This is an optimization exercise on Yosys and OpenROAD, whose aim is small area, a short achievable clock period and few clock cycles per item, not a production implementation.
Where RTL was checked, it was by simulation tests only, not by an equivalence proof against the original.
Power figures rest on the tool's default switching activity, not on a simulated workload.

==> build 61 <==
==> flow/design.v (excerpt) <==
module signed_integer_to_radix_digits_core (
  input  wire logic        clk,
  input  wire logic        rst_n,
  input  wire logic        in_tvalid,
  output logic             in_tready,
  input  wire logic [31:0] in_tdata,      
  output logic             out_tvalid,
  input  wire logic        out_tready,
  output logic [7:0]       out_tdata,     
  output logic             out_tlast,
  input  wire logic        cfg_psel,
  input  wire logic        cfg_penable,
  input  wire logic        cfg_pwrite,
  input  wire logic [4:0]  cfg_paddr,
  input  wire logic [63:0] cfg_pwdata,
  output logic [63:0]      cfg_prdata,
  output logic             cfg_pready
);
Settings: LEC_CHECK=0, ABC_AREA=1, CAP_MARGIN=20, CORE_MARGIN=2, CORE_UTILIZATION=40, SLEW_MARGIN=20; clock period 12.0 ns.
standard.sh (not shown) runs the stock make flow with config.mk's settings and CLKGATE_MAP_FILE= SYNTH_SCRIPT=/design/flow/synth_recipe.tcl, a recipe that flattens the netlist after the stock synthesis.
==> flow/flow/run.sh <==
#!/bin/bash
set -euo pipefail
bash standard.sh SETUP_SLACK_MARGIN=7 finish > standard_flow.log 2>&1
==> build 51 (differences from build 61) <==
--- a/flow/design.v
+++ b/flow/design.v
@@ -69,13 +69,13 @@
 `default_nettype none
 import sird_pkg::*;
 module sird_queue (
   input  wire logic                 clk,
   input  wire logic                 flush,        
-  input  wire logic                 in_v,         
-  input  wire logic [31:0]          in_d,
-  output logic                      m_load,       
+  input  wire logic                 in_tvalid,
+  output logic                      in_tready,
+  input  wire logic [31:0]          in_tdata,
   input  wire logic [3:0]           cf_k0,        
   input  wire logic [3:0]           cf_k1,        
   input  wire logic [2:0]           cf_off,
   input  wire logic                 cf_odd,
   input  wire logic                 copy,         
@@ -117,40 +117,56 @@
     dd_step = r;
   endfunction
   logic          m_busy, m_started, m_neg;
   logic [31:0]   m_r;
   logic [5:0]    m_cnt;
-  logic          step, last_step;
-  logic [31:0]   mag, norm;
-  logic [4:0]    sh;
-  logic [KSTEP-1:0] abits;
+  logic          step, last_step, m_load;
+  logic          m_busy_n, res_v_n;
+  logic [5:0]    m_cnt_n;
+  logic          sk16, sk8, sk4;
+  logic [31:0]   nzv;          
+  logic [32:0]   nzi;          
+  logic          nz31_r, nz30_r, nz28_r, nz24_r, nz16_r;
+  logic [KSTEP-1:0] abits;     
+  logic          z16, z8, z4;  
   logic [CW-1:0] cells_run, cells_first, cells_nxt;
   always_comb begin
-    mag  = in_d[31] ? (32'd0 - in_d) : in_d;
-    norm = mag;
-    sh   = '0;
-    if (norm[31:16] == 16'd0) begin norm = {norm[15:0], 16'd0}; sh[4] = 1'b1; end
-    if (norm[31:24] == 8'd0)  begin norm = {norm[23:0], 8'd0};  sh[3] = 1'b1; end
-    if (norm[31:28] == 4'd0)  begin norm = {norm[27:0], 4'd0};  sh[2] = 1'b1; end
-    if (norm[31:30] == 2'd0 && sh[4:1] != 4'b1111) begin
-      norm = {norm[29:0], 2'd0};
-      sh[1] = 1'b1;
-    end
-  end
-  assign abits     = m_r[31 -: KSTEP];
-  assign step      = m_busy && (!res_v || copy);
+    nzv[0] = 1'b0;
+    for (int i = 1; i < 32; i++) nzv[i] = nzv[i-1] | m_r[i-1];
+    nzi[0] = 1'b0;
+    for (int i = 1; i < 33; i++) nzi[i] = nzi[i-1] | in_tdata[i-1];
+    abits[KSTEP-1] = m_r[31] ^ (m_neg & nz31_r);
+    abits[KSTEP-2] = m_r[30] ^ (m_neg & nz30_r);
+    z16 = (m_neg && nz16_r) ? (m_r[31:16] == 16'hFFFF) : (m_r[31:16] == 16'h0000);
+    z8  = (m_neg && nz24_r) ? (m_r[31:24] == 8'hFF)    : (m_r[31:24] == 8'h00);
+    z4  = (m_neg && nz28_r) ? (m_r[31:28] == 4'hF)     : (m_r[31:28] == 4'h0);
+  end
+  assign sk16      = m_busy && !m_started && z16 && (m_cnt > 6'd16);
+  assign sk8       = m_busy && !m_started && !sk16 && z8 && (m_cnt > 6'd8);
+  assign sk4       = m_busy && !m_started && !sk16 && !sk8 && z4 && (m_cnt > 6'd4);
+  assign step      = m_busy && !sk16 && !sk8 && !sk4 && (!res_v || copy);
   assign last_step = step && (m_cnt == 6'(KSTEP));
-  assign m_load    = in_v && (!m_busy || last_step);
+  assign m_load    = in_tvalid && in_tready;
   always_comb begin
     cells_run = cells;
     for (int k = 0; k < KSTEP; k++) begin
       cells_run = dd_step(cells_run, abits[KSTEP-1-k], cf_k0, cf_k1, cf_odd);
     end
     for (int i = 0; i < NCELL; i++) cells_first[4*i +: 4] = {1'b0, cf_off};
     cells_first[3:0] = 4'({1'b0, cf_off} + 4'(abits));
     cells_nxt = m_started ? cells_run : cells_first;
   end
+  always_comb begin
+    m_busy_n = m_load ? 1'b1 : (last_step ? 1'b0 : m_busy);
+    res_v_n  = last_step ? 1'b1 : (copy ? 1'b0 : res_v);
+    m_cnt_n  = m_load ? 6'd32 : sk16 ? m_cnt - 6'd16 : sk8 ? m_cnt - 6'd8 :
+               sk4 ? m_cnt - 6'd4 : step ? m_cnt - 6'd2 : m_cnt;
+  end
+  always_ff @(posedge clk) begin
+    if (flush) in_tready <= 1'b1;
+    else       in_tready <= !m_busy_n || (m_cnt_n == 6'd2 && !res_v_n);
+  end
   always_ff @(posedge clk) begin
     if (flush) begin
       m_busy <= 1'b0;
       res_v  <= 1'b0;
     end else begin
@@ -160,18 +176,52 @@
       else if (copy)      res_v  <= 1'b0;
     end
   end
   always_ff @(posedge clk) begin
     if (m_load) begin
-      m_r       <= norm;
-      m_cnt     <= 6'd32 - {1'b0, sh};
+      m_r       <= in_tdata;
+      m_cnt     <= 6'd32;
       m_started <= 1'b0;
-      m_neg     <= in_d[31];
+      m_neg     <= in_tdata[31];
+      nz31_r    <= nzi[31];
+      nz30_r    <= nzi[30];
+      nz28_r    <= nzi[28];
+      nz24_r    <= nzi[24];
+      nz16_r    <= nzi[16];
+    end else if (sk16) begin
+      m_r    <= {m_r[15:0], 16'd0};
+      m_cnt  <= m_cnt - 6'd16;
+      nz31_r <= nzv[15];
+      nz30_r <= nzv[14];
+      nz28_r <= nzv[12];
+      nz24_r <= nzv[8];
+      nz16_r <= nzv[0];
+    end else if (sk8) begin
+      m_r    <= {m_r[23:0], 8'd0};
+      m_cnt  <= m_cnt - 6'd8;
+      nz31_r <= nzv[23];
+      nz30_r <= nzv[22];
+      nz28_r <= nzv[20];
+      nz24_r <= nzv[16];
+      nz16_r <= nzv[8];
+    end else if (sk4) begin
+      m_r    <= {m_r[27:0], 4'd0};
+      m_cnt  <= m_cnt - 6'd4;
+      nz31_r <= nzv[27];
+      nz30_r <= nzv[26];
+      nz28_r <= nzv[24];
+      nz24_r <= nzv[20];
+      nz16_r <= nzv[12];
     end else if (step) begin
       m_r       <= {m_r[29:0], 2'd0};
       m_cnt     <= m_cnt - 6'd2;
       m_started <= 1'b1;
+      nz31_r    <= nzv[29];
+      nz30_r    <= nzv[28];
+      nz28_r    <= nzv[26];
+      nz24_r    <= nzv[22];
+      nz16_r    <= nzv[14];
     end
     if (step)      cells   <= cells_nxt;
     if (last_step) res_neg <= m_neg;
   end
 endmodule
@@ -200,12 +250,10 @@
   input  wire logic                 out_tready,
   output logic [SYM_W-1:0]          out_tdata,
   output logic                      out_tlast
 );
   localparam int CW = NCELL * 4;
-  logic          st_v, st_neg, st_move;
-  logic [CW-1:0] st_cells;
   logic          e_v, e_sign;
   logic [CW-1:0] e_cells;
   logic [3:0]    e_i;
   logic [1:0]    e_j;
   logic [3:0]    e_digit;
@@ -224,20 +272,19 @@
   assign f_adv     = (q_cnt != 2'd2);
   assign push      = e_v && f_adv;
   assign pop       = out_load && (q_cnt != 2'd0);
   assign e_lastpos = (e_i == 4'd0) && (e_j == 2'd0);
   assign e_fin     = e_v && f_adv && !e_sign && e_lastpos;
-  assign st_move   = st_v && chk_done && (!e_v || e_fin);
-  assign copy      = res_v && (!st_v || st_move);
+  assign copy      = res_v && chk_done && (!e_v || e_fin);
   assign jmax      = cf_m2 ? 2'd3 : ((cf_m3 || cf_m4) ? 2'd1 : 2'd0);
   always_comb begin
     i0   = '0;
-    topv = st_cells[3:0];
+    topv = cells[3:0];
     for (int i = 1; i < NCELL; i++) begin
-      if (st_cells[4*i +: 4] != {1'b0, cf_off}) begin
+      if (cells[4*i +: 4] != {1'b0, cf_off}) begin
         i0   = 4'(i);
-        topv = st_cells[4*i +: 4];
+        topv = cells[4*i +: 4];
       end
     end
     if (cf_m2)      j0 = topv[3] ? 2'd3 : topv[2] ? 2'd2 : topv[1] ? 2'd1 : 2'd0;
     else if (cf_m4) j0 = (topv[3:2] != 2'd0) ? 2'd1 : 2'd0;
     else if (cf_m3) j0 = (topv >= 4'd6) ? 2'd1 : 2'd0;
@@ -264,18 +311,15 @@
     else            e_digit = u - {1'b0, cf_off};
   end
   assign q_new = {e_sign, !e_sign && e_lastpos, e_digit};
   always_ff @(posedge clk) begin
     if (flush) begin
-      st_v  <= 1'b0;
       e_v   <= 1'b0;
       q_cnt <= 2'd0;
     end else begin
-      if (st_move && table_ok) e_v <= 1'b1;
-      else if (e_fin)          e_v <= 1'b0;
-      if (copy)                st_v <= 1'b1;
-      else if (st_move)        st_v <= 1'b0;
+      if (copy && table_ok) e_v <= 1'b1;
+      else if (e_fin)       e_v <= 1'b0;
       if (push && !pop)      q_cnt <= q_cnt + 2'd1;
       else if (pop && !push) q_cnt <= q_cnt - 2'd1;
     end
   end
   always_ff @(posedge clk) begin
@@ -286,18 +330,14 @@
     end
     if (push && (q_cnt == 2'd1) && !pop) q1 <= q_new;
   end
   always_ff @(posedge clk) begin
     if (copy) begin
-      st_cells <= cells;
-      st_neg   <= res_neg;
-    end
-    if (st_move) begin
-      e_cells <= st_cells;
+      e_cells <= cells;
       e_i     <= i0;
       e_j     <= j0;
-      e_sign  <= st_neg;
+      e_sign  <= res_neg;
     end else if (push) begin
       if (e_sign) begin
         e_sign <= 1'b0;
       end else if (e_j == 2'd0) begin
         e_i <= e_i - 4'd1;
@@ -396,26 +436,10 @@
     cf_off <= off[2:0];
     cf_k0  <= 4'(5'd0 - off);
     cf_k1  <= 4'(5'd0 - off - rr);
     cf_ok  <= (base_length_r >= 5'd2) && (base_length_r <= 5'd16);
   end
-  logic        in_v;
-  logic [31:0] in_d;
-  logic        m_load;
-  assign in_tready = !in_v;
-  always_ff @(posedge clk) begin
-    if (flush) begin
-      in_v <= 1'b0;
-    end else if (in_tvalid && !in_v) begin
-      in_v <= 1'b1;
-    end else if (m_load) begin
-      in_v <= 1'b0;
-    end
-  end
-  always_ff @(posedge clk) begin
-    if (in_tvalid && !in_v) in_d <= in_tdata;
-  end
   logic                chk_busy, chk_done, chk_bad;
   logic [3:0]          chk_idx;
   logic [SYM_W-1:0]    sym_val;
   logic                copy, res_v, res_neg;
   logic [NCELL*4-1:0]  cells;
@@ -432,13 +456,13 @@
     .chk_bad     (chk_bad)
   );
   sird_queue u_conv (
     .clk       (clk),
     .flush     (flush),
-    .in_v      (in_v),
-    .in_d      (in_d),
-    .m_load    (m_load),
+    .in_tvalid (in_tvalid),
+    .in_tready (in_tready),
+    .in_tdata  (in_tdata),
     .cf_off    (cf_off),
     .cf_k0   (cf_k0),
     .cf_k1   (cf_k1),
     .cf_odd  (cf_odd),
     .copy    (copy),
CTS_BUF_LIST = sky130_fd_sc_hd__clkbuf_8   (was default)
==> summary of the runs <==
Against build 61, the via count of build 51 is lower by 4.9%.
Of build 61 and build 51, build 61 has the higher routed wire length (gap 6.2%, measured against build 51).
Of build 51 and build 61, build 61 has the higher cell count (gap about 7%, measured against build 61).
Against build 51, the total power of build 61 is higher by about 17%.
Maximum frequency: build 61 is smaller than build 51 (1.5%).
Cell area: build 61 is larger than build 51 (about 13%).
Against build 51, the die area of build 61 is higher by about 14%.
Between build 51 and build 61, the lower clock-buffer cell count is in build 61 (gap 11).
Between build 51 and build 61, the lower non-clock buffer count is in build 61 (gap 7).
==> figures <==
item	build 51	build 61
CP Depth	31	32
Share of synthesized area occupied by flip-flops and latches	35.1%	39.4%
Finished layout cell area	32400 um^2	36600 um^2
TritonCTS Buffers	72	52
Post-Synthesis Mean Instance Area	7.27 um^2	7.66 um^2
Relative slew slack	26.9%	31.8%
Number of antenna violations at the first check in global routing	1	4
Number of iterations in the first detailed-routing pass	7	6
Internal power component	2.73 mW	3.34 mW
Fraction of area in registers	28.3%	32.1%
Clock Buffer Count	79	68
Sequential cell count	363	447
Most Frequent Cell on Critical Path	sky130_fd_sc_hd__nand2_2	sky130_fd_sc_hd__buf_4
Outcome	no timing/DRC/antenna violations	no timing/DRC/antenna violations
Met1 capacity usage during global routing	39.3%	36.9%
Complex-gate fraction of the synthesized area	22.0%	18.2%
Endpoint arrival time on the critical path	5.52 ns	5.54 ns
Number of nets in the finished design	4100	4360
Non-clock inverter count	496	461
Testbench counts of build 51, summed over its fixed seeds: cycles 28,469, items 2,048.
For build 61, only the layout was checked, not whether the RTL still works.

## separate check: timing with driven ports
The flow's constraints put no driver on any port. The routed layouts listed below were extracted and timed again, unchanged, in two steps.
Step 1: set_driving_cell puts a clkbuf_16 on clk and a buf_2 on each other input, an assumption about the parent block.
Step 2 also shifts input and output timing later by t, the mid clock arrival at the registers, as if the neighbouring blocks saw the same clock.
Slacks: ideal ports / drivers / drivers and shift; pairs: ideal ports / drivers.
run	t, ns	slack for setup (ns)	hold slack, ns	latest minus earliest clock arrival (ns)	worst slew at a driven data input, ns
build 61	0.682	6.832 / 6.832 / 6.832	0.424 / 0.424 / 0.424	0.037 / 0.037	0.09
build 51	0.717	6.911 / 6.911 / 6.570	0.447 / 0.447 / 0.447	0.060 / 0.059	0.15
After both steps every run listed still meets setup and hold. The setup slack of build 51, which loses most, moves by 0.000 ns with the drivers and by -0.341 ns with both steps.
